This is an optimization exercise on Yosys and OpenROAD, whose aim is small area, a short achievable clock period and few clock cycles, not a production implementation. RTL that was checked went through simulation tests only; none was proved equivalent to the original. Only the layout flow was run in runs 3 and 4; the RTL was not checked for function there. Power is estimated from default activity; no workload was simulated.

File: flow/flow/run.sh
#!/bin/bash
# The standard layout, with faster port buffers (buf_4 instead of the
# default delay-buffer pick) and gate sizing not tied to the cell footprint.
# make's full output goes to standard.log; ORFS keeps each step's log under orfs/logs.
set -o pipefail
bash standard.sh MATCH_CELL_FOOTPRINT=0 "BUFFER_PORTS_ARGS=-buffer_cell sky130_fd_sc_hd__buf_4" finish > standard.log 2>&1
File: flow/constraint.sdc
create_clock -name core_clock -period 7.0 [get_ports {clk}]
set_input_delay 1.4000 -clock core_clock [delete_from_list [all_inputs] [get_ports {clk}]]
set_output_delay 1.4000 -clock core_clock [all_outputs]
set_load 0.01 [all_outputs]
File: flow/design.v
package phi_copy_sequencer_pkg;
    localparam int unsigned DEF_ID_W = 16;
    localparam logic [DEF_ID_W-1:0] DEF_TEMP_ID = 16'hFFFF;
endpackage
module copy_ready_picker #(
    parameter int unsigned N = 8
) (
    input  logic [N-1:0]        req,
    input  logic [N-1:0][N-1:0] older,
    output logic [N-1:0]        gnt,
    output logic                any
);
    always_comb begin
        for (int s = 0; s < int'(N); s++)
            gnt[s] = req[s] && !(|(req & older[s]));
        any = |req;
    end
endmodule
module phi_copy_sequencer
#(
    parameter int unsigned     ID_W       = phi_copy_sequencer_pkg::DEF_ID_W,
    parameter int unsigned     MAX_COPIES = 8,
    parameter logic [ID_W-1:0] TEMP_ID    = ID_W'(phi_copy_sequencer_pkg::DEF_TEMP_ID)
) (
    input  logic            clk,
    input  logic            rst,
    input  logic            in_valid,
    output logic            in_ready,
    input  logic [ID_W-1:0] in_dest,
    input  logic [ID_W-1:0] in_src,
    input  logic            in_last,
    output logic            out_valid,
    input  logic            out_ready,
    output logic [ID_W-1:0] out_dest,
    output logic [ID_W-1:0] out_src,
    output logic            out_last,
    output logic            out_nop,
    output logic            err_overflow,
    output logic            err_dup
);
    localparam int unsigned S    = MAX_COPIES;           
    localparam int unsigned TW   = 2;                    
    localparam int unsigned NCTX = 1 << TW;
    localparam int unsigned CW   = $clog2(MAX_COPIES + 1);
    logic            r_v, r_last;
    logic [TW-1:0]   r_tag;
    logic [ID_W-1:0] r_dest, r_src;
    logic [S-1:0]    r_slot;
    logic [S-1:0]    alloc;       
    logic [S-1:0]    r_dd;        
    logic            r_dd_fw;     
    logic [S-1:0]    r_fw;        
    logic            r_self;      
    logic            in_blk;      
    logic [S-1:0]                 v;         
    logic [S-1:0]                 em;        
    logic [S-1:0]                 sv;        
    logic [S-1:0]                 tmp;       
    logic [S-1:0][TW-1:0]         tg;        
    logic [S-1:0][ID_W-1:0]       dest, src;
    logic [S-1:0][S-1:0]          rd;        
    logic [S-1:0][S-1:0]          yng;       
    logic [S-1:0]                 busy;      
    logic [TW-1:0]                in_tag;    
    logic [TW-1:0]                e_tag;     
    logic [TW-1:0]                e_nx;      
    logic [NCTX-1:0]              done;      
    logic [S-1:0]                 ccnt;      
    logic [NCTX-1:0]              f_ovf, f_dup;
    logic            p_v, p_save, p_last, p_nop, p_ovf, p_dup;
    logic [S-1:0]    p_sel;
    logic [S-1:0] p_hold, freev, free_nxt, alloc_nxt;
    logic         acc, rel;
    assign in_ready  = !in_blk;
    assign acc       = in_valid && in_ready;
    assign rel       = adv_o && p_v && !p_save && !p_nop;
    assign p_hold    = (p_v && !p_save && !p_nop) ? p_sel : '0;
    assign freev     = ~v & ~(r_v ? r_slot : '0) & ~p_hold;
    assign free_nxt  = (freev & ~(acc ? alloc : '0)) | (rel ? p_hold : '0) | ((r_v && !ins) ? r_slot : '0);
    assign alloc_nxt = free_nxt & (~free_nxt + S'(1));
    logic [S-1:0] same_c, eq_dd, eq_sd, eq_ds, dupm;
    logic         self_cp, dup_hit, full, ins, dupw, ovf_set;
    always_comb begin
        for (int s = 0; s < int'(S); s++) begin
            same_c[s] = v[s] && (tg[s] == r_tag);
            eq_dd[s]  = r_fw[s] ? r_dd_fw : r_dd[s];
            eq_sd[s]  = (src[s]  == r_dest);
            eq_ds[s]  = (dest[s] == r_src);
        end
        dupm    = same_c & eq_dd;
        dup_hit = |dupm;
        self_cp = r_self;
        full    = ccnt[MAX_COPIES-1];
        ins     = r_v && !self_cp && !dup_hit && !full;
        dupw    = r_v && !self_cp && dup_hit;
        ovf_set = r_v && !self_cp && !dup_hit && full;
    end
    logic [S-1:0]        blocked, ready, sel_r, sel_v, em_nxt, tg_nx;
    logic [S-1:0][S-1:0] older;
    logic                any_r, any_v, act, is_nop, is_last, adv_o, adv_e;
    logic                fire, mv, sav, fin;
    always_comb begin
        for (int s = 0; s < int'(S); s++) begin
            blocked[s] = !sv[s] && |(rd[s] & em & ~(S'(1) << s));
            for (int r = 0; r < int'(S); r++)
                older[s][r] = (r < s) ? yng[r][s] : (r > s) ? !yng[s][r] : 1'b0;
        end
        ready = em & ~blocked;
    end
    copy_ready_picker #(.N(S)) u_pick_r (.req(ready), .older(older), .gnt(sel_r), .any(any_r));
    copy_ready_picker #(.N(S)) u_pick_v (.req(em),    .older(older), .gnt(sel_v), .any(any_v));
    assign act     = done[e_tag];
    logic em_two, em_pre;
    always_comb begin
        em_two = 1'b0;
        em_pre = em[0];
        for (int s = 1; s < int'(S); s++) begin
            em_two |= em[s] && em_pre;
            em_pre |= em[s];
        end
    end
    assign is_nop  = !(|em);
    assign is_last = !em_two;
    assign adv_o   = !out_valid || out_ready;
    assign adv_e   = !p_v || adv_o;
    assign fire    = act && adv_e;
    assign mv      = fire && !is_nop && any_r;
    assign sav     = fire && !is_nop && !any_r;
    assign fin     = fire && (is_nop || (any_r && is_last));
    always_comb begin
        for (int s = 0; s < int'(S); s++) begin
            tg_nx[s]  = (tg[s] == e_nx);
            em_nxt[s] = fin ? ((v[s] && tg_nx[s]) || (ins && r_slot[s] && r_tag == e_nx))
                            : ((em[s] && !(fire && sel_r[s])) || (ins && r_slot[s] && r_tag == e_tag));
        end
    end
    logic [TW-1:0]   in_tag_nxt;
    logic [NCTX-1:0] done_nxt;
    logic [S-1:0]    busy_nxt;
    logic            room;
    assign in_tag_nxt = (acc && in_last) ? in_tag + TW'(1) : in_tag;
    always_comb begin
        for (int k = 0; k < int'(NCTX); k++)
            done_nxt[k] = (done[k] || (r_v && r_last && r_tag == TW'(k))) && !(fin && e_tag == TW'(k));
        if (ins && !rel)      busy_nxt = {busy[S-2:0], 1'b1};
        else if (rel && !ins) busy_nxt = {1'b0, busy[S-1:1]};
        else                  busy_nxt = busy;
        case ({ins, acc, rel})
            3'b110:                room = !busy[S-3];
            3'b100, 3'b010, 3'b111: room = !busy[S-2];
            3'b000, 3'b101, 3'b011: room = !busy[S-1];
            default:               room = 1'b1;
        endcase
    end
    always_ff @(posedge clk) begin
        for (int s = 0; s < int'(S); s++) r_dd[s] <= (dest[s] == in_dest);
        r_dd_fw <= (r_dest == in_dest);
        r_fw    <= r_slot;
        r_self  <= (in_dest == in_src);
        r_dest <= in_dest;
        r_src  <= in_src;
        r_last <= in_last;
        r_tag  <= in_tag;
        r_slot <= alloc;
    end
    always_ff @(posedge clk or posedge rst) begin
        if (rst) alloc <= S'(1);
        else     alloc <= alloc_nxt;
    end
    always_ff @(posedge clk or posedge rst) begin
        if (rst) begin
            r_v      <= 1'b0;
            in_tag   <= '0;
            in_blk   <= 1'b0;
            busy     <= '0;
        end else begin
            r_v      <= acc;
            in_tag   <= in_tag_nxt;
            busy     <= busy_nxt;
            in_blk   <= done[in_tag_nxt] ||
                        !(room || (ccnt[MAX_COPIES-1] && !(r_v && r_last) && !(acc && in_last)));
        end
    end
    function automatic logic [S-1:0] rd_col(input int j);
        for (int i = 0; i < int'(S); i++) rd_col[i] = (i != j) && rd[i][j];
    endfunction
    always_ff @(posedge clk or posedge rst) begin
        if (rst) begin
            v  <= '0;
            em <= '0;
        end else begin
            v  <= (v & ~(fire ? sel_r : '0)) | (ins ? r_slot : '0);
            em <= em_nxt;
        end
    end
    always_ff @(posedge clk) begin
        for (int s = 0; s < int'(S); s++) begin
            if (r_slot[s]) begin
                tg[s]   <= r_tag;
                dest[s] <= r_dest;
                sv[s]   <= 1'b0;
                tmp[s]  <= 1'b0;
            end else if (sav) begin
                if (sel_v[s]) sv[s] <= 1'b1;
                if (|(sel_v & rd_col(s)) && v[s]) tmp[s] <= 1'b1;
            end
            if (r_slot[s] || (dupw && dupm[s])) src[s] <= r_src;
            for (int j = 0; j < int'(S); j++) begin
                if (j != s) begin
                    if (r_slot[j] || (dupw && dupm[j])) rd[s][j] <= eq_ds[s] && same_c[s];
                    else if (r_slot[s])                 rd[s][j] <= eq_sd[j] && same_c[j];
                    if (j > s) begin
                        if (r_slot[j])      yng[s][j] <= 1'b1;
                        else if (r_slot[s]) yng[s][j] <= 1'b0;
                    end
                end
            end
        end
    end
    always_ff @(posedge clk or posedge rst) begin
        if (rst) begin
            done  <= '0;
            ccnt  <= '0;
            f_ovf <= '0;
            f_dup <= '0;
            e_tag <= '0;
            e_nx  <= TW'(1);
        end else begin
            done <= done_nxt;
            for (int k = 0; k < int'(NCTX); k++) begin
                if (fin && e_tag == TW'(k)) begin
                    f_ovf[k] <= 1'b0;
                    f_dup[k] <= 1'b0;
                end else begin
                    if (ovf_set && r_tag == TW'(k)) f_ovf[k] <= 1'b1;
                    if (dupw    && r_tag == TW'(k)) f_dup[k] <= 1'b1;
                end
            end
            if (fin) begin
                e_tag <= e_nx;
                e_nx  <= e_nx + TW'(1);
            end
            if (r_v && r_last) ccnt <= '0;
            else if (ins)      ccnt <= {ccnt[S-2:0], 1'b1};
        end
    end
    always_ff @(posedge clk or posedge rst) begin
        if (rst) p_v <= 1'b0;
        else if (adv_e) p_v <= act;
    end
    always_ff @(posedge clk) begin
        if (adv_e) begin
            p_sel  <= is_nop ? '0 : (any_r ? sel_r : sel_v);
            p_save <= !is_nop && !any_r;
            p_last <= is_nop || (any_r && is_last);
            p_nop  <= is_nop;
            p_ovf  <= f_ovf[e_tag];
            p_dup  <= f_dup[e_tag];
        end
    end
    logic [ID_W-1:0] d_mux, s_mux;
    logic            t_mux;
    always_comb begin
        d_mux = '0;
        s_mux = '0;
        t_mux = 1'b0;
        for (int s = 0; s < int'(S); s++) begin
            d_mux |= p_sel[s] ? dest[s] : '0;
            s_mux |= p_sel[s] ? src[s]  : '0;
            t_mux |= p_sel[s] & tmp[s];
        end
    end
    always_ff @(posedge clk or posedge rst) begin
        if (rst) out_valid <= 1'b0;
        else if (adv_o) out_valid <= p_v;
    end
    always_ff @(posedge clk) begin
        if (adv_o) begin
            out_dest     <= p_save ? TEMP_ID : d_mux;
            out_src      <= p_save ? d_mux : (t_mux ? TEMP_ID : s_mux);
            out_last     <= p_last;
            out_nop      <= p_nop;
            err_overflow <= p_ovf;
            err_dup      <= p_dup;
        end
    end
endmodule
File: flow/config.mk
export PLATFORM = sky130hd
export DESIGN_NAME = phi_copy_sequencer
export DESIGN_NICKNAME = phi_copy_sequencer
export VERILOG_FILES = /design/flow/design.v
export SDC_FILE = /design/flow/constraint.sdc
export NUM_CORES = 4
export LEC_CHECK = 0
export CAP_MARGIN = 20
export CORE_MARGIN = 2
export CORE_UTILIZATION = 30
export SETUP_SLACK_MARGIN = 4.7
export SLEW_MARGIN = 20
export TNS_END_PERCENT = 5
File: flow/standard.sh
#!/bin/bash
# synth_recipe.tcl (not shown) runs the flow's synth.tcl, then flattens the netlist and writes it again
# the make line also repeats each setting of config.mk as NAME=value (left out here)
make -C /OpenROAD-flow-scripts/flow DESIGN_CONFIG=/design/flow/config.mk WORK_HOME=/design/flow/orfs CLKGATE_MAP_FILE= SYNTH_SCRIPT=/design/flow/synth_recipe.tcl "${@:-finish}"
==> run summary, run 1 <==
# TYPE chip_impl_metric gauge
chip_impl_info{name="status",value="no timing/DRC/antenna violations"} 1
chip_impl_metric{name="gp_congestion",unit=""} 0.947
chip_impl_metric{name="cp.required",unit="ns"} 5.60
chip_impl_metric{name="cell_internal_pwr",unit="µW"} 8240
chip_impl_info{name="slowest_stage",value="sky130_fd_sc_hd__edfxtp_1"} 1
chip_impl_metric{name="avgViaCountPerCell",unit=""} 5.83
chip_impl_metric{name="dr_total_vias",unit=""} 20488
chip_impl_metric{name="drt_first_iter_violations",unit=""} 2915
chip_impl_metric{name="cp_slowest_stage_delay",unit="ns"} 0.43
chip_impl_metric{name="synth.avg_cell_area",unit="µm²"} 11.9
chip_impl_metric{name="report.power.total",unit="µW"} 13800
chip_impl_metric{name="worst_clock_skew",unit="ns"} 0.0475
chip_impl_metric{name="cts_made_buffers",unit=""} 59
chip_impl_metric{name="net_sw_power",unit="µW"} 5580
chip_impl_metric{name="area_of_the_die",unit="µm²"} 89900
chip_impl_metric{name="grt-ovfl-total",unit=""} 0
chip_impl_metric{name="final_net_count",unit=""} 2351
chip_impl_metric{name="layout-drive-gt1-share",unit=""} 0.183
chip_impl_metric{name="ys_async_sr_fraction",unit=""} 0.114
chip_impl_metric{name="crit_arrival",unit="ns"} 1.24
chip_impl_metric{name="detail_route.drc_violations",unit=""} 0
chip_impl_info{name="worstHoldPathType",value="register to register"} 1
chip_impl_metric{name="detailed_place_hpwl",unit="mm"} 70.2
chip_impl_info{name="post_synth_top_cells",value="sky130_fd_sc_hd__xnor2_1, sky130_fd_sc_hd__edfxtp_1, sky130_fd_sc_hd__nand2_1, sky130_fd_sc_hd__nand4_1, sky130_fd_sc_hd__a22oi_1"} 1
chip_impl_info{name="setup.worst_path.start",value="out_src[15]"} 1
chip_impl_info{name="r2r_end",value="em[0]"} 1
chip_impl_metric{name="final-setup-viol-count",unit=""} 0
chip_impl_metric{name="worst_pin_slew",unit="ns"} 1.01
chip_impl_metric{name="netlist-cell-type-count",unit=""} 77
chip_impl_info{name="synth_ff_type",value="sky130_fd_sc_hd__edfxtp_1"} 1
chip_impl_metric{name="timing.critical_path.fanout_max",unit=""} 1
chip_impl_metric{name="setup.reg_to_reg.worst_slack",unit="ns"} 4.39
chip_impl_metric{name="comb_power_share",unit=""} 0.384
chip_impl_metric{name="totalNegativeSetupSlack",unit="ns"} 0
chip_impl_metric{name="drt_first_pass_iters",unit=""} 6
chip_impl_info{name="worstSetupEndpoint",value="out_src[15]"} 1
chip_impl_metric{name="max_freq",unit="MHz"} 378
chip_impl_info{name="root_buffer",value="sky130_fd_sc_hd__clkbuf_16"} 1
chip_impl_metric{name="die_y",unit="µm"} 300
chip_impl_metric{name="hold_viol_final",unit=""} 0
chip_impl_info{name="critPathLaunchType",value="register"} 1
chip_impl_info{name="cp_top_family",value="flip-flops"} 1
chip_impl_metric{name="critical_path_depth",unit=""} 1
chip_impl_metric{name="synthesis.yosys.warnings",unit=""} 10
chip_impl_info{name="cp_cell_sequence",value="buf_4"} 1
chip_impl_metric{name="synth_enable_flop_cells",unit=""} 377
chip_impl_metric{name="powerDensity",unit="nW/µm²"} 440
chip_impl_metric{name="irDropWorstVdd",unit="V"} 0.000246
chip_impl_metric{name="fp.dieW",unit="µm"} 300
chip_impl_metric{name="sequential_area_share_after_synthesis",unit=""} 0.571
chip_impl_metric{name="wire_length_of_the_first_global_routing_pass",unit="mm"} 151
chip_impl_metric{name="power_switching_share",unit=""} 0.404
chip_impl_metric{name="h-tree-depth",unit=""} 2
chip_impl_metric{name="met2WireLength",unit="mm"} 48.3
chip_impl_info{name="yosys-top-cells-area",value="sky130_fd_sc_hd__edfxtp_1, sky130_fd_sc_hd__xnor2_1, sky130_fd_sc_hd__dfxtp_1"} 1
chip_impl_metric{name="pin_count",unit=""} 75
chip_impl_metric{name="grt_usage",unit=""} 0.231
chip_impl_metric{name="detail_route.wirelength",unit="mm"} 107
chip_impl_metric{name="drv_cap",unit=""} 0
chip_impl_metric{name="number_of_global_route_vias_before_repair",unit=""} 20469
chip_impl_metric{name="n_antenna_cell",unit=""} 0
chip_impl_metric{name="cts_max_path_buffers",unit=""} 3
chip_impl_metric{name="placementRows",unit=""} 108
chip_impl_metric{name="detail_route.wirelength.met1",unit="mm"} 41.7
chip_impl_metric{name="synth-seq-cells",unit=""} 544
chip_impl_metric{name="antenna_found_initial",unit=""} 1
chip_impl_metric{name="timing.final.crit_share",unit=""} 0.377
chip_impl_metric{name="cts.sinks",unit=""} 544
chip_impl_metric{name="final.fill_count",unit=""} 8435
chip_impl_metric{name="floorplan_core_area",unit="µm²"} 86800
chip_impl_metric{name="final.min_clock_period",unit="ns"} 2.64
chip_impl_metric{name="detailroute.wirelength.met3",unit="mm"} 9.95
chip_impl_info{name="reg2reg_start",value="em[6]"} 1
chip_impl_metric{name="start_util",unit=""} 0.302
chip_impl_info{name="setup.worst_path.end_class",value="output pin"} 1
chip_impl_info{name="yosysTopAreaCell",value="sky130_fd_sc_hd__edfxtp_1"} 1
chip_impl_metric{name="grt_start_max_net_pins",unit=""} 63
chip_impl_metric{name="clock_power_share",unit=""} 0.231
chip_impl_info{name="cts_tree",value="built"} 1
chip_impl_metric{name="post_cts_hold_buffer_count",unit=""} 0
chip_impl_info{name="unrepaired_setup_endpoints_after_global_routing",value="yes"} 1
chip_impl_metric{name="timing.critical_path.buf_inv",unit=""} 1
chip_impl_metric{name="drtAntennaViolNets",unit=""} 0
chip_impl_metric{name="seqPwrFrac",unit=""} 0.385
chip_impl_metric{name="synthesis.nets",unit=""} 2239
chip_impl_info{name="top_signal_layer_used",value="met4"} 1
chip_impl_metric{name="synth.top_cell.area_share",unit=""} 0.431
chip_impl_metric{name="route.detailed.wl_per_inst",unit="µm"} 30.3
chip_impl_metric{name="netlist_area_before_placement",unit="µm²"} 26200
chip_impl_info{name="timing.setup.critical_path_class",value="register to output pin"} 1
chip_impl_metric{name="finalHoldWorstSlack",unit="ns"} 0.374
chip_impl_metric{name="p_leak",unit="µW"} 0.0107
chip_impl_metric{name="synth_cells",unit=""} 2201
chip_impl_metric{name="layout_overhead_on_the_synthesized_area",unit="%"} 19.9
chip_impl_metric{name="r2r_cells",unit=""} 8
chip_impl_info{name="most_numerous_cell_in_the_yosys_netlist",value="sky130_fd_sc_hd__xnor2_1"} 1
chip_impl_metric{name="cts.clk_slew.worst_paths",unit="ns"} 0.06
chip_impl_metric{name="worst_slew_margin_rel",unit=""} 0.324
chip_impl_metric{name="port_buffers",unit=""} 74
chip_impl_metric{name="slew_violations",unit=""} 0
chip_impl_metric{name="clock_insertion_delay_worst_skew",unit="ns"} 0.66
## routing by layer
layer | vias to the layer above | track usage
met5 | - | 0
met4 | 0 | 0.128
met3 | 312 | 0.0399
met2 | 1425 | 0.368
met1 | 10251 | 0.299
li1 | 8500 | -
## through the flow
step	cell area (µm²)	worst slack [ns]	util	std cells
2_1_floorplan	26300	3.65	-	2201
3_3_place_gp	28100	2.16	0.324	3333
3_5_place_dp	28100	2.06	0.324	3333
4_1_cts	30800	4.34	0.355	3494
5_1_grt	31500	4.32	0.363	3517
6_report	31500	4.36	0.363	3517
## power by group through the flow
| stage | Combinational, µW | Sequential [µW] | Clock, µW |
|---|---|---|---|
| after floorplan | 2790 | 5040 | 0 |
| after global placement | 4500 | 5330 | 0 |
| after detailed placement | 4530 | 5340 | 0 |
| after CTS | 4890 | 5280 | 3230 |
| after global routing | 5560 | 5390 | 3340 |
| final | 5300 | 5320 | 3200 |
## layout make-up
type,count,area [µm²],area share
Clock buffer,81,1660,0.0528
Timing Repair Buffer,195,1670,0.0531
Tap cell,1155,1450,0.0459
Sequential cell,544,15100,0.479
Multi-Input combinational cell,1469,11100,0.354
Timing Repair inverter,3,15.0,0.000477
Clock inverter,29,307,0.00975
Inverter,41,184,0.00585
## state kept, by name (all words and copies together), names as in the netlist, 16 cells and up
register and flops:
out_src 16, src 128, r_dest 16, dest 128, tg 16, rd 56, r_src 16, out_dest 16
older 28
## cell families (layout without fill, tap and decap cells)
logic type / after synthesis / after routing / synth area share
flip-flops: 544 / 544 / 0.571
buffers and inverters: 189 / 349 / 0.0291
adder cells (fa/ha/maj): 1 / 1 / 0.000477
AND/OR/NAND/NOR: 499 / 500 / 0.101
XOR/XNOR: 456 / 456 / 0.152
AO/OA/AOI/OAI: 488 / 488 / 0.136
multiplexers: 24 / 24 / 0.0110
## cell usage in the layout (no fill, tap or decap), types with 9 or more instances in the layout
cell type / count
sky130_fd_sc_hd__dfxtp_1: 86
sky130_fd_sc_hd__a22oi_1: 111
sky130_fd_sc_hd__edfxtp_1: 377
sky130_fd_sc_hd__nand2b_1: 24
sky130_fd_sc_hd__a21oi_1: 39
sky130_fd_sc_hd__o21ai_0: 94
sky130_fd_sc_hd__inv_1: 27
sky130_fd_sc_hd__a22o_1: 38
sky130_fd_sc_hd__clkinvlp_4: 12
sky130_fd_sc_hd__nand2_1: 134
sky130_fd_sc_hd__o22ai_1: 12
sky130_fd_sc_hd__mux2i_1: 10
sky130_fd_sc_hd__a32oi_1: 16
sky130_fd_sc_hd__a31oi_1: 18
sky130_fd_sc_hd__clkinv_2: 11
sky130_fd_sc_hd__nor2_1: 56
sky130_fd_sc_hd__a222oi_1: 14
sky130_fd_sc_hd__nand3_1: 30
sky130_fd_sc_hd__xnor2_1: 450
sky130_fd_sc_hd__dfrtp_1: 54
sky130_fd_sc_hd__dfxtp_4: 14
sky130_fd_sc_hd__a221oi_1: 39
sky130_fd_sc_hd__nor4_1: 15
sky130_fd_sc_hd__mux2_2: 9
sky130_fd_sc_hd__nand4_1: 122
sky130_fd_sc_hd__buf_6: 17
sky130_fd_sc_hd__and4_1: 20
sky130_fd_sc_hd__clkbuf_1: 14
sky130_fd_sc_hd__clkbuf_16: 63
sky130_fd_sc_hd__buf_4: 167
sky130_fd_sc_hd__a21o_1: 24
sky130_fd_sc_hd__and3_1: 17
## timing repair
action | CTS | global route
gates resized for setup | 89 | 91
hold endpoints to repair | 0 | 0
pin swaps | 21 | 14
buffers inserted | 47 | 21
endpoints found under the setup margin | 363 | 347
cloned | 4 | 2
## how the worst min path moves through the flow
stage	slack (ns)	start	depth (start not counted)	end
3_5_place_dp	0.36	alloc[3]	0	r_slot[3]
4_1_cts	0.38	alloc[2]	0	r_slot[2]
3_3_place_gp	0.35	alloc[1]	0	r_slot[1]
6_report	0.37	alloc[2]	0	r_slot[2]
5_1_grt	0.39	alloc[7]	0	r_slot[7]
2_1_floorplan	0.35	alloc[2]	0	r_slot[2]
Testbench counts, summed over its fixed seeds: cycles 39,532.
==> inputs of run 2 (changes only) <==
--- a/flow/config.mk
+++ b/flow/config.mk
@@ -10,2 +10,4 @@
 export CORE_UTILIZATION = 30
+export CTS_CLUSTER_DIAMETER = 100
+export CTS_CLUSTER_SIZE = 24
 export SETUP_SLACK_MARGIN = 4.7
==> run summary, run 2 <==
# TYPE chip_impl_metric gauge
chip_impl_info{name="status",value="no timing/DRC/antenna violations"} 1
chip_impl_info{name="unrepaired_setup_endpoints_after_global_routing",value="yes"} 1
chip_impl_metric{name="worst_clock_skew",unit="ns"} 0.0524
chip_impl_info{name="setup.worst_path.end_class",value="register"} 1
chip_impl_metric{name="synth_mux_area_frac",unit=""} 0.0110
chip_impl_metric{name="sequential_area_share_after_synthesis",unit=""} 0.571
chip_impl_metric{name="grt-ovfl-total",unit=""} 0
chip_impl_info{name="main_combinational_cell_family_by_area_after_synthesis",value="XOR/XNOR gates"} 1
chip_impl_metric{name="grt_start_max_net_pins",unit=""} 63
chip_impl_metric{name="wire_length_of_the_first_global_routing_pass",unit="mm"} 149
chip_impl_info{name="cts_tree",value="built"} 1
chip_impl_metric{name="max_freq",unit="MHz"} 370
chip_impl_info{name="largest_registers",value="dest: 128 flops, src: 128 flops, rd: 56 flops"} 1
chip_impl_metric{name="powerDensity",unit="nW/µm²"} 414
chip_impl_metric{name="final-setup-viol-count",unit=""} 0
chip_impl_metric{name="crit_arrival",unit="ns"} 3.16
chip_impl_metric{name="drt_first_iter_violations",unit=""} 2981
chip_impl_metric{name="synthesis.yosys.warnings",unit=""} 10
chip_impl_metric{name="slew_violations",unit=""} 0
chip_impl_metric{name="cts_max_path_buffers",unit=""} 3
chip_impl_metric{name="worst_slew_margin_rel",unit=""} 0.350
chip_impl_info{name="cp_cell_sequence",value="buf_4, xnor2_1, nand4_1, nor4_1, nand3_1, o21ai_0"} 1
chip_impl_metric{name="cp_slowest_stage_delay",unit="ns"} 0.72
chip_impl_metric{name="synth_xor_area_frac",unit=""} 0.152
chip_impl_metric{name="cts_made_buffers",unit=""} 28
chip_impl_metric{name="synth_cells",unit=""} 2201
chip_impl_info{name="slowest_stage",value="sky130_fd_sc_hd__nor4_1"} 1
chip_impl_metric{name="cts.clk_slew.worst_paths",unit="ns"} 0.11
chip_impl_metric{name="drtAntennaViolNets",unit=""} 0
chip_impl_metric{name="n_antenna_cell",unit=""} 0
chip_impl_metric{name="detail_route.wirelength",unit="mm"} 106
chip_impl_metric{name="number_of_global_route_vias_before_repair",unit=""} 20068
chip_impl_metric{name="timing.final.crit_share",unit=""} 0.386
chip_impl_metric{name="route.detailed.wl_per_inst",unit="µm"} 30.7
chip_impl_metric{name="fp.dieW",unit="µm"} 300
chip_impl_metric{name="final_net_count",unit=""} 2320
chip_impl_metric{name="final.min_clock_period",unit="ns"} 2.70
chip_impl_metric{name="synth_enable_flop_cells",unit=""} 377
chip_impl_metric{name="worst_pin_slew",unit="ns"} 0.974
chip_impl_metric{name="cp.required",unit="ns"} 7.45
chip_impl_metric{name="post_cts_hold_buffer_count",unit=""} 0
chip_impl_metric{name="antenna_found_initial",unit=""} 1
chip_impl_metric{name="synth-seq-cells",unit=""} 544
chip_impl_metric{name="drt_first_pass_iters",unit=""} 12
chip_impl_metric{name="irDropWorstVdd",unit="V"} 0.000215
chip_impl_metric{name="timing.critical_path.fanout_max",unit=""} 17
chip_impl_metric{name="floorplan_core_area",unit="µm²"} 86800
chip_impl_metric{name="port_buffers",unit=""} 74
chip_impl_info{name="root_buffer",value="sky130_fd_sc_hd__clkbuf_16"} 1
chip_impl_metric{name="dr_total_vias",unit=""} 20189
chip_impl_info{name="synth_ff_type",value="sky130_fd_sc_hd__edfxtp_1"} 1
chip_impl_metric{name="p_leak",unit="µW"} 0.0101
chip_impl_metric{name="post_synthesis_compound_gate_area_fraction",unit=""} 0.136
chip_impl_metric{name="layout_overhead_on_the_synthesized_area",unit="%"} 15.3
chip_impl_info{name="most_common_cell_after_layout_fill_and_taps_aside",value="sky130_fd_sc_hd__xnor2_1"} 1
chip_impl_info{name="timing.setup.critical_path_class",value="register to register"} 1
chip_impl_metric{name="clock_insertion_delay_worst_skew",unit="ns"} 0.66
chip_impl_metric{name="finalHoldWorstSlack",unit="ns"} 0.385
chip_impl_metric{name="detailed_place_hpwl",unit="mm"} 70.2
chip_impl_info{name="layout_common_cells",value="sky130_fd_sc_hd__xnor2_1, sky130_fd_sc_hd__edfxtp_1, sky130_fd_sc_hd__buf_4"} 1
chip_impl_info{name="critPathLaunchType",value="register"} 1
chip_impl_metric{name="netlist-cell-type-count",unit=""} 77
chip_impl_metric{name="synth.avg_cell_area",unit="µm²"} 11.9
chip_impl_info{name="post_synth_top_cells",value="sky130_fd_sc_hd__xnor2_1, sky130_fd_sc_hd__edfxtp_1, sky130_fd_sc_hd__nand2_1, sky130_fd_sc_hd__nand4_1, sky130_fd_sc_hd__a22oi_1"} 1
chip_impl_metric{name="layout-drive-gt1-share",unit=""} 0.164
chip_impl_metric{name="h-tree-depth",unit=""} 1
chip_impl_metric{name="detail_route.drc_violations",unit=""} 0
chip_impl_metric{name="totalNegativeSetupSlack",unit="ns"} 0
chip_impl_metric{name="synthesis.nets",unit=""} 2239
chip_impl_metric{name="drv_cap",unit=""} 0
chip_impl_metric{name="start_util",unit=""} 0.302
chip_impl_metric{name="grt_usage",unit=""} 0.229
chip_impl_info{name="most_numerous_cell_in_the_yosys_netlist",value="sky130_fd_sc_hd__xnor2_1"} 1
chip_impl_metric{name="placementRows",unit=""} 108
chip_impl_info{name="worstHoldPathType",value="register to register"} 1
chip_impl_metric{name="synth_adder_area_share",unit=""} 0.000477
chip_impl_metric{name="synthSimpleGateAreaFrac",unit=""} 0.101
chip_impl_metric{name="hold_viol_final",unit=""} 0
chip_impl_info{name="yosys-top-cells-area",value="sky130_fd_sc_hd__edfxtp_1, sky130_fd_sc_hd__xnor2_1, sky130_fd_sc_hd__dfxtp_1"} 1
chip_impl_info{name="yosysTopAreaCell",value="sky130_fd_sc_hd__edfxtp_1"} 1
chip_impl_metric{name="ys_async_sr_fraction",unit=""} 0.114
chip_impl_metric{name="synth.top_cell.area_share",unit=""} 0.431
chip_impl_metric{name="avgViaCountPerCell",unit=""} 5.84
chip_impl_metric{name="gp_congestion",unit=""} 0.947
chip_impl_metric{name="cts.sinks",unit=""} 544
chip_impl_metric{name="area_of_the_die",unit="µm²"} 89900
chip_impl_metric{name="die_y",unit="µm"} 300
chip_impl_metric{name="report.power.total",unit="µW"} 12500
chip_impl_metric{name="netlist_area_before_placement",unit="µm²"} 26200
chip_impl_metric{name="pin_count",unit=""} 75
[run 2: cell counts after synthesis]
No cell type changed its count.
[run 2: power by group]
group          total [µW]  switching, µW  internal (µW)
clock                1920           1120            796
sequential           5320            864           4450
combinational        5290           3330           1960
[run 2: final cells by class]
cell class              count  area, µm²
clock buffers              45        785
clock inverters             7       76.3
fillers                  8564      56500
inverters                  41        184
multi-input cells        1469      11000
flip-flops and latches    544      15000
well taps                1155       1450
repair buffers            195       1700
repair inverters            3       15.0
[run 2: kinds of logic after synthesis]
logic type / Yosys count
AO/OA/AOI/OAI: 488
flip-flops: 544
buffers and inverters: 189
adder cells (fa/ha/maj): 1
multiplexers: 24
AND/OR/NAND/NOR: 499
XOR/XNOR: 456
[run 2: per-stage QoR]
step           area (µm²)  cells  utilization  setup slack (ns)
2_1_floorplan       26300   2201            -              3.65
3_3_place_gp        28100   3333        0.324              2.16
3_5_place_dp        28100   3333        0.324              2.06
4_1_cts             29600   3434        0.341              4.32
5_1_grt             30300   3459        0.349              4.31
6_report            30300   3459        0.349              4.30
[run 2: worst max-delay path: cells and delay by family (launching register included)]
kind                      cells  cell delay [ns]
xor gates and xnor gates      1             0.41
and+or+nand+nor               3             1.35
buffers and inverters         1             0.22
DFF                           1             0.31
AOI/OAI and AO/OA             1             0.20
[run 2: final timing paths]
check / startpoint / endpoint / slack [ns] / depth (start not counted)
max reg2reg: r_dest[7] / rd[28] / 4.30 / 6
min: alloc[3] / r_slot[3] / 0.39 / 0
max: r_dest[7] / rd[28] / 4.30 / 6
min in group asynchronous: rst / f_ovf[2] / 1.01 / 3
max in group asynchronous: rst / em[5] / 5.36 / 3
min reg2reg: alloc[3] / r_slot[3] / 0.39 / 0
[run 2: repair_timing]
item,4_1_cts,5_1_grt
endpoints found under the setup margin,363,349
gates resized for setup,81,83
setup buffers,45,23
cloned,4,2
pin swaps,18,28
[run 2: metal layers]
metal	share of wire	routed length, µm	GRT usage	up-vias
met4	0.058	6190	0.113	2
met1	0.40	42100	0.298	10190
met2	0.46	48400	0.370	1293
met3	0.088	9340	0.0363	296
met5	0.000085	9	0	-
li1	-	-	-	8408
==> inputs of run 3 (changes only) <==
--- a/flow/design.v
+++ b/flow/design.v
@@ -56,3 +56,2 @@
     logic [S-1:0]                 em;        
-    logic [S-1:0]                 sv;        
     logic [S-1:0]                 tmp;       
@@ -103,3 +102,3 @@
         for (int s = 0; s < int'(S); s++) begin
-            blocked[s] = !sv[s] && |(rd[s] & em & ~(S'(1) << s));
+            blocked[s] = !(p_v && p_save && p_sel[s]) && |(rd[s] & em & ~(S'(1) << s));
             for (int r = 0; r < int'(S); r++)
@@ -200,6 +199,4 @@
                 dest[s] <= r_dest;
-                sv[s]   <= 1'b0;
                 tmp[s]  <= 1'b0;
             end else if (sav) begin
-                if (sel_v[s]) sv[s] <= 1'b1;
                 if (|(sel_v & rd_col(s)) && v[s]) tmp[s] <= 1'b1;
--- a/flow/config.mk
+++ b/flow/config.mk
@@ -14,2 +14,2 @@
 export SLEW_MARGIN = 20
-export TNS_END_PERCENT = 5
+export TNS_END_PERCENT = 25
==> run summary, run 3 <==
# TYPE chip_impl_metric gauge
chip_impl_info{name="status",value="no timing/DRC/antenna violations"} 1
chip_impl_metric{name="synthesis.nets",unit=""} 2232
chip_impl_metric{name="pin_count",unit=""} 75
chip_impl_info{name="root_buffer",value="sky130_fd_sc_hd__clkbuf_16"} 1
chip_impl_metric{name="r2r_cells",unit=""} 10
chip_impl_metric{name="dr_total_vias",unit=""} 20629
chip_impl_metric{name="powerDensity",unit="nW/µm²"} 427
chip_impl_metric{name="irDropWorstVdd",unit="V"} 0.000275
chip_impl_metric{name="area_of_the_die",unit="µm²"} 89800
chip_impl_info{name="largest_registers",value="dest: 128 flops, src: 128 flops, rd: 56 flops"} 1
chip_impl_metric{name="detailed_place_hpwl",unit="mm"} 70.8
chip_impl_metric{name="netlist-cell-type-count",unit=""} 81
chip_impl_info{name="cts_tree",value="built"} 1
chip_impl_metric{name="cp.required",unit="ns"} 7.45
chip_impl_metric{name="drv_cap",unit=""} 0
chip_impl_metric{name="worst_pin_slew",unit="ns"} 0.971
chip_impl_info{name="most_common_cell_after_layout_fill_and_taps_aside",value="sky130_fd_sc_hd__xnor2_1"} 1
chip_impl_metric{name="drt_first_iter_violations",unit=""} 3303
chip_impl_metric{name="timing.critical_path.fanout_max",unit=""} 11
chip_impl_info{name="layout_common_cells",value="sky130_fd_sc_hd__xnor2_1, sky130_fd_sc_hd__edfxtp_1, sky130_fd_sc_hd__buf_4"} 1
chip_impl_metric{name="ys_async_sr_fraction",unit=""} 0.116
chip_impl_metric{name="antenna_found_initial",unit=""} 2
chip_impl_metric{name="layout_overhead_on_the_synthesized_area",unit="%"} 16.9
chip_impl_metric{name="grt_usage",unit=""} 0.228
chip_impl_metric{name="route.detailed.wl_per_inst",unit="µm"} 30.4
chip_impl_metric{name="grt_start_max_net_pins",unit=""} 63
chip_impl_metric{name="n_antenna_cell",unit=""} 0
chip_impl_metric{name="cts_max_path_buffers",unit=""} 3
chip_impl_metric{name="placementRows",unit=""} 108
chip_impl_metric{name="detail_route.wirelength",unit="mm"} 105
chip_impl_metric{name="number_of_global_route_vias_before_repair",unit=""} 19956
chip_impl_metric{name="drtAntennaViolNets",unit=""} 0
chip_impl_metric{name="final-setup-viol-count",unit=""} 0
chip_impl_metric{name="avgViaCountPerCell",unit=""} 5.96
chip_impl_metric{name="totalNegativeSetupSlack",unit="ns"} 0
chip_impl_info{name="yosys-top-cells-area",value="sky130_fd_sc_hd__edfxtp_1, sky130_fd_sc_hd__xnor2_1, sky130_fd_sc_hd__dfxtp_1"} 1
chip_impl_metric{name="fp.dieW",unit="µm"} 300
chip_impl_metric{name="synth.top_cell.area_share",unit=""} 0.431
chip_impl_metric{name="report.power.total",unit="µW"} 13100
chip_impl_metric{name="grt-ovfl-total",unit=""} 0
chip_impl_info{name="post_synth_top_cells",value="sky130_fd_sc_hd__xnor2_1, sky130_fd_sc_hd__edfxtp_1, sky130_fd_sc_hd__nand2_1, sky130_fd_sc_hd__nand4_1, sky130_fd_sc_hd__clkbuf_1"} 1
chip_impl_metric{name="slew_violations",unit=""} 0
chip_impl_metric{name="netlist_area_before_placement",unit="µm²"} 26200
chip_impl_metric{name="synth.avg_cell_area",unit="µm²"} 12.0
chip_impl_metric{name="die_y",unit="µm"} 300
chip_impl_metric{name="final.min_clock_period",unit="ns"} 2.65
chip_impl_info{name="critPathLaunchType",value="input pin"} 1
chip_impl_metric{name="p_leak",unit="µW"} 0.0102
chip_impl_metric{name="start_util",unit=""} 0.302
chip_impl_metric{name="sequential_area_share_after_synthesis",unit=""} 0.565
chip_impl_metric{name="wire_length_of_the_first_global_routing_pass",unit="mm"} 149
chip_impl_metric{name="finalHoldWorstSlack",unit="ns"} 0.396
chip_impl_metric{name="final_core_util",unit=""} 0.353
chip_impl_info{name="setup.worst_path.end_class",value="register"} 1
chip_impl_metric{name="max_freq",unit="MHz"} 378
chip_impl_info{name="synth_ff_type",value="sky130_fd_sc_hd__edfxtp_1"} 1
chip_impl_info{name="timing.setup.critical_path_class",value="input pin to register"} 1
chip_impl_metric{name="crit_arrival",unit="ns"} 3.09
chip_impl_metric{name="floorplan_core_area",unit="µm²"} 86800
chip_impl_metric{name="clock_insertion_delay_worst_skew",unit="ns"} 0.65
chip_impl_metric{name="drt_first_pass_iters",unit=""} 7
chip_impl_info{name="most_numerous_cell_in_the_yosys_netlist",value="sky130_fd_sc_hd__xnor2_1"} 1
chip_impl_metric{name="hold-path-cell-count",unit=""} 0
chip_impl_info{name="worstHoldPathType",value="register to register"} 1
chip_impl_metric{name="cts.clk_slew.worst_paths",unit="ns"} 0.10
chip_impl_metric{name="synth_cells",unit=""} 2194
chip_impl_metric{name="cts.sinks",unit=""} 536
chip_impl_metric{name="port_buffers",unit=""} 74
chip_impl_metric{name="worst_clock_skew",unit="ns"} 0.0366
chip_impl_info{name="unrepaired_setup_endpoints_after_global_routing",value="yes"} 1
chip_impl_metric{name="cts_made_buffers",unit=""} 29
chip_impl_metric{name="gp_congestion",unit=""} 1.01
chip_impl_metric{name="final_net_count",unit=""} 2322
chip_impl_metric{name="h-tree-depth",unit=""} 1
chip_impl_metric{name="worst_slew_margin_rel",unit=""} 0.347
chip_impl_info{name="yosysTopAreaCell",value="sky130_fd_sc_hd__edfxtp_1"} 1
chip_impl_metric{name="synth-seq-cells",unit=""} 536
chip_impl_metric{name="synthesis.yosys.warnings",unit=""} 10
chip_impl_metric{name="synth_enable_flop_cells",unit=""} 377
chip_impl_metric{name="detail_route.drc_violations",unit=""} 0
chip_impl_metric{name="post_cts_hold_buffer_count",unit=""} 0
chip_impl_metric{name="timing.final.crit_share",unit=""} 0.378
chip_impl_metric{name="hold_viol_final",unit=""} 0
chip_impl_metric{name="layout-drive-gt1-share",unit=""} 0.176
==> run 3: cell count changes in the layout (fill, tap and decap cells not counted), moves of 7 or more <==
cell,delta
sky130_fd_sc_hd__buf_6,+31
sky130_fd_sc_hd__buf_4,-18
sky130_fd_sc_hd__o21ai_0,-18
sky130_fd_sc_hd__xor2_1,+13
sky130_fd_sc_hd__nor2_1,-12
sky130_fd_sc_hd__a21oi_1,-11
sky130_fd_sc_hd__xnor2_1,-11
sky130_fd_sc_hd__mux2i_1,+9
sky130_fd_sc_hd__o21ai_1,+9
sky130_fd_sc_hd__a41oi_2,+8
sky130_fd_sc_hd__nand2_1,-8
sky130_fd_sc_hd__nand3_2,+7
==> run 3: metal layers <==
| metal | vias to the layer above | track usage | wire (µm) |
|---|---|---|---|
| li1 | 8456 | - | - |
| met1 | 10285 | 0.306 | 41400 |
| met2 | 1562 | 0.357 | 46600 |
| met3 | 322 | 0.0484 | 11600 |
| met4 | 4 | 0.0981 | 5760 |
| met5 | - | 0 | 22 |
==> run 3: logic make-up (layout without fill, tap and decap cells) <==
group,Yosys count,count (layout),share of synthesized area
flops,536,536,0.565
simple gates,506,506,0.106
compound gates,474,474,0.133
xor+xnor,457,457,0.153
buf+inv,190,303,0.0295
mux,30,30,0.0133
fa+ha+maj,1,1,0.000477
==> run 3: final timing paths <==
path | slack, ns | from | end
setup / recovery | 4.35 | in_dest[0] | r_dd[6]
min in group asynchronous | 1.03 | rst | ccnt[5]
hold reg to reg | 0.40 | alloc[5] | r_slot[5]
setup reg to reg | 4.35 | em[2] | em[3]
max in group asynchronous | 5.35 | rst | em[6]
hold / removal | 0.40 | alloc[5] | r_slot[5]
==> run 3: final cells by class <==
type                       instances  area (µm²)
inverter                          38         175
clock buffer                      43         800
sequential                       536       14900
clock inverter                    11         116
timing repair buffer             211        1990
tap                             1155        1450
multi-input combinational       1468       11300
fill                            8506       56100
==> run 3: per-stage QoR <==
stage / instances / area, µm² / setup slack, ns
2_1_floorplan: 2194 / 26300 / 3.91
3_3_place_gp: 3328 / 28100 / 3.24
3_5_place_dp: 3330 / 28100 / 3.04
4_1_cts: 3438 / 30200 / 4.35
5_1_grt: 3462 / 30700 / 4.26
6_report: 3462 / 30700 / 4.35
==> run 3: timing repair <==
item,CTS,global route
gates resized for setup,141,62
pin swaps,43,22
cloned,5,0
buffers inserted,49,24
setup endpoints to repair,364,222
==> run 3: worst max-delay path, cell delays in order <==
cell and delay, ns:
sky130_fd_sc_hd__buf_4 0.28, sky130_fd_sc_hd__xnor2_1 0.20, sky130_fd_sc_hd__nand4_1 0.29, sky130_fd_sc_hd__nor4_1 0.91
==> run 3: where the power goes <==
| part | total [µW] | switching [µW] | internal [µW] |
|---|---|---|---|
| Combinational | 5860 | 3630 | 2230 |
| Clock | 1960 | 1130 | 828 |
| Sequential | 5250 | 858 | 4390 |
==> inputs of run 4 (changes only) <==
--- a/flow/config.mk
+++ b/flow/config.mk
@@ -14,2 +14,2 @@
 export SLEW_MARGIN = 20
-export TNS_END_PERCENT = 25
+export TNS_END_PERCENT = 5
==> run summary, run 4 <==
# TYPE chip_impl_metric gauge
chip_impl_metric{name="wire_length_of_the_first_global_routing_pass",unit="mm"} 149
chip_impl_metric{name="avgViaCountPerCell",unit=""} 5.99
chip_impl_info{name="worstHoldPathType",value="register to register"} 1
chip_impl_metric{name="port_buffers",unit=""} 74
chip_impl_metric{name="post_cts_hold_buffer_count",unit=""} 0
chip_impl_metric{name="gp_congestion",unit=""} 1.01
chip_impl_metric{name="synthesis.yosys.warnings",unit=""} 10
chip_impl_metric{name="ys_async_sr_fraction",unit=""} 0.116
chip_impl_metric{name="placementRows",unit=""} 108
chip_impl_metric{name="grt_start_max_net_pins",unit=""} 63
chip_impl_metric{name="netlist-cell-type-count",unit=""} 81
chip_impl_info{name="layout_common_cells",value="sky130_fd_sc_hd__xnor2_1, sky130_fd_sc_hd__edfxtp_1, sky130_fd_sc_hd__buf_4"} 1
chip_impl_metric{name="synth_enable_flop_cells",unit=""} 377
chip_impl_metric{name="grt_util_met1",unit=""} 0.307
chip_impl_metric{name="antenna_found_initial",unit=""} 2
chip_impl_metric{name="clock_insertion_delay_worst_skew",unit="ns"} 0.66
chip_impl_metric{name="final.min_clock_period",unit="ns"} 2.72
chip_impl_info{name="cp_cell_sequence",value="buf_6, a222oi_1, nand3_1, a211oi_2, buf_4, a32oi_1"} 1
chip_impl_metric{name="final-setup-viol-count",unit=""} 0
chip_impl_metric{name="dr_total_vias",unit=""} 20535
chip_impl_metric{name="detail_route.drc_violations",unit=""} 0
chip_impl_metric{name="cts_made_buffers",unit=""} 29
chip_impl_metric{name="p_leak",unit="µW"} 0.0100
chip_impl_metric{name="final_net_count",unit=""} 2290
chip_impl_metric{name="powerDensity",unit="nW/µm²"} 425
chip_impl_info{name="cp_top_family",value="compound AO/OA/AOI/OAI gates"} 1
chip_impl_metric{name="floorplan_core_area",unit="µm²"} 86800
chip_impl_info{name="largest_registers",value="dest: 128 flops, src: 128 flops, rd: 56 flops"} 1
chip_impl_metric{name="drt_first_pass_iters",unit=""} 7
chip_impl_info{name="root_buffer",value="sky130_fd_sc_hd__clkbuf_16"} 1
chip_impl_metric{name="worst_slew_margin_rel",unit=""} 0.330
chip_impl_metric{name="layout_overhead_on_the_synthesized_area",unit="%"} 14.9
chip_impl_metric{name="drv_cap",unit=""} 0
chip_impl_metric{name="setup.reg_to_reg.worst_slack",unit="ns"} 4.28
chip_impl_metric{name="h-tree-depth",unit=""} 1
chip_impl_info{name="post_synth_top_cells",value="sky130_fd_sc_hd__xnor2_1, sky130_fd_sc_hd__edfxtp_1, sky130_fd_sc_hd__nand2_1, sky130_fd_sc_hd__nand4_1, sky130_fd_sc_hd__clkbuf_1"} 1
chip_impl_metric{name="synthesis.nets",unit=""} 2232
chip_impl_metric{name="slew_violations",unit=""} 0
chip_impl_metric{name="start_util",unit=""} 0.302
chip_impl_metric{name="grt_usage",unit=""} 0.227
chip_impl_metric{name="timing.final.ws_setup",unit="ns"} 4.28
chip_impl_metric{name="pin_count",unit=""} 75
chip_impl_metric{name="hold-path-cell-count",unit=""} 0
chip_impl_metric{name="synth.top_cell.area_share",unit=""} 0.431
chip_impl_metric{name="totalNegativeSetupSlack",unit="ns"} 0
chip_impl_info{name="unrepaired_setup_endpoints_after_global_routing",value="yes"} 1
chip_impl_info{name="reg2reg_start",value="p_sel[7]"} 1
chip_impl_metric{name="grt-ovfl-total",unit=""} 0
chip_impl_info{name="synth_ff_type",value="sky130_fd_sc_hd__edfxtp_1"} 1
chip_impl_metric{name="timing.final.crit_share",unit=""} 0.389
chip_impl_metric{name="timing.critical_path.buf_inv",unit=""} 2
chip_impl_metric{name="met3_usage",unit=""} 0.0433
chip_impl_metric{name="timing.critical_path.fanout_max",unit=""} 35
chip_impl_metric{name="synth-seq-cells",unit=""} 536
chip_impl_info{name="most_common_cell_after_layout_fill_and_taps_aside",value="sky130_fd_sc_hd__xnor2_1"} 1
chip_impl_metric{name="detailed_place_hpwl",unit="mm"} 70.8
chip_impl_metric{name="cts.sinks",unit=""} 536
chip_impl_metric{name="hold_viol_final",unit=""} 0
chip_impl_metric{name="groute.layer.met2.usage",unit=""} 0.356
chip_impl_metric{name="cp_slowest_stage_delay",unit="ns"} 0.60
chip_impl_metric{name="cts_max_path_buffers",unit=""} 3
chip_impl_metric{name="synth_cells",unit=""} 2194
chip_impl_info{name="yosys-top-cells-area",value="sky130_fd_sc_hd__edfxtp_1, sky130_fd_sc_hd__xnor2_1, sky130_fd_sc_hd__dfxtp_1"} 1
chip_impl_metric{name="worst_pin_slew",unit="ns"} 0.996
chip_impl_metric{name="fp.dieW",unit="µm"} 300
chip_impl_metric{name="worst_clock_skew",unit="ns"} 0.0534
chip_impl_info{name="grt_busiest_layer",value="met2"} 1
chip_impl_metric{name="cp.required",unit="ns"} 7.28
chip_impl_metric{name="area_of_the_die",unit="µm²"} 89800
chip_impl_info{name="cts_tree",value="built"} 1
chip_impl_info{name="slowest_stage",value="sky130_fd_sc_hd__edfxtp_1"} 1
chip_impl_info{name="timing.hold.worst.start",value="alloc[5]"} 1
chip_impl_info{name="most_numerous_cell_in_the_yosys_netlist",value="sky130_fd_sc_hd__xnor2_1"} 1
chip_impl_metric{name="route.detailed.wl_per_inst",unit="µm"} 30.6
chip_impl_metric{name="n_antenna_cell",unit=""} 0
chip_impl_metric{name="drt_first_iter_violations",unit=""} 3274
chip_impl_metric{name="crit_arrival",unit="ns"} 3.00
chip_impl_metric{name="preCtsSetupSlack",unit="ns"} 3.04
chip_impl_metric{name="detail_route.wirelength",unit="mm"} 105
chip_impl_info{name="hold-path-endpoint",value="r_slot[5]"} 1
chip_impl_info{name="r2r_end",value="out_src[14]"} 1
chip_impl_metric{name="netlist_area_before_placement",unit="µm²"} 26200
chip_impl_metric{name="r2r_cells",unit=""} 6
chip_impl_info{name="setup.worst_path.end_class",value="register"} 1
chip_impl_metric{name="die_y",unit="µm"} 300
chip_impl_metric{name="max_freq",unit="MHz"} 367
chip_impl_info{name="status",value="no timing/DRC/antenna violations"} 1
chip_impl_metric{name="irDropWorstVdd",unit="V"} 0.000270
chip_impl_info{name="timing.setup.critical_path_class",value="register to register"} 1
chip_impl_metric{name="report.power.total",unit="µW"} 12800
chip_impl_metric{name="layout-drive-gt1-share",unit=""} 0.157
chip_impl_metric{name="synth.avg_cell_area",unit="µm²"} 12.0
chip_impl_metric{name="number_of_global_route_vias_before_repair",unit=""} 19838
chip_impl_metric{name="drtAntennaViolNets",unit=""} 0
chip_impl_metric{name="cts.clk_slew.worst_paths",unit="ns"} 0.10
chip_impl_metric{name="sequential_area_share_after_synthesis",unit=""} 0.565
chip_impl_info{name="yosysTopAreaCell",value="sky130_fd_sc_hd__edfxtp_1"} 1
chip_impl_info{name="critPathLaunchType",value="register"} 1
[run 4: cell types whose count changed in the layout (fill, tap and decap cells not counted), sizes merged]
cell and change:
buf -32, clkinvlp -1, inv +1
[run 4: stage by stage]
stage          area [µm²]  hold slack [ns]   util  cells
6_report            30100            0.394  0.347   3430
3_3_place_gp        28100            0.378  0.324   3328
2_1_floorplan       26300            0.348      -   2194
4_1_cts             29900            0.393  0.345   3425
3_5_place_dp        28100            0.368  0.324   3330
5_1_grt             30100            0.400  0.347   3430
[run 4: kinds of logic (layout without fill, tap and decap cells)]
logic type	count (synthesis)	in the layout	share of synthesized area
adders and majority gates	1	1	0.000477
buffers and inverters	190	271	0.0295
xor gates and xnor gates	457	457	0.153
AOI/OAI and AO/OA	474	474	0.133
muxes	30	30	0.0133
DFF	536	536	0.565
and+or+nand+nor	506	506	0.106
[run 4: cell type report]
class                      count  area [µm²]
inverter                      38         171
multi-input combinational   1468       11200
sequential                   536       14900
timing repair buffer         179        1570
fill                        8547       56600
tap                         1155        1450
clock inverter                11         116
clock buffer                  43         800
[run 4: how the worst max path moves through the flow]
stage	slack, ns	end	from	cells past startpoint
2_1_floorplan	3.91	busy[1]	out_ready	8
3_3_place_gp	3.24	em[2]	out_ready	7
3_5_place_dp	3.04	f_ovf[1]	out_ready	7
4_1_cts	4.35	out_src[1]	out_src[1]	1
5_1_grt	4.25	alloc[7]	in_valid	9
6_report	4.28	out_src[14]	p_sel[7]	6
[run 4: metal layers]
metal / share of wire / routed length [µm]
met2: 0.45 / 46800
met1: 0.39 / 41400
met5: 0.00018 / 19
met3: 0.11 / 11300
met4: 0.053 / 5580
[run 4: report_power, final]
part | switching (µW) | internal (µW) | total [µW] | leakage, µW
clock network | 1130 | 829 | 1960 | 0.000446
registers | 863 | 4390 | 5250 | 0.00507
logic | 3540 | 2040 | 5580 | 0.00448
[run 4: timing repair]
| action | 4_1_cts | 5_1_grt |
|---|---|---|
| buffers inserted | 36 | 5 |
| resized for setup | 120 | 34 |
| pin swaps | 32 | 13 |
| gates cloned | 5 | 0 |
| endpoints found under the setup margin | 364 | 309 |

-- separate check: timing with driven ports --
In the flow no input, the clock included, has a driving cell. The finished layouts below were timed again as built, in two steps.
Step 1: set_driving_cell puts a clkbuf_16 on clk and a buf_2 on each other input, an assumption about the parent block.
Step 2 moves the port delays by t, midway between the first and last clock arrival at a register: inputs arrive t later, outputs are due t later. That takes back most of the time a late clock gives input paths.
a / b / c = no drivers / after step 1 / after step 2; a / b = the first two.
| run | t, ns | slack for setup (ns) | worst setup path at the end | slew at the worst register clock pin (ns) | cell pins on the clock port's net |
|---|---|---|---|---|---|
| run 1 | 0.706 | 4.358 / 4.293 / 3.803 | input to register | 0.07 / 0.07 | 1 |
| run 2 | 0.694 | 4.297 / 4.260 / 3.799 | input to register | 0.11 / 0.11 | 1 |
| run 3 | 0.701 | 4.353 / 4.321 / 3.657 | input to register | 0.11 / 0.11 | 1 |
| run 4 | 0.699 | 4.277 / 4.277 / 3.640 | input to register | 0.11 / 0.11 | 1 |
After both steps every run listed still meets setup and hold. For run 3, which loses most, drivers alone change the setup slack by -0.032 ns; drivers and shift together by -0.696 ns.
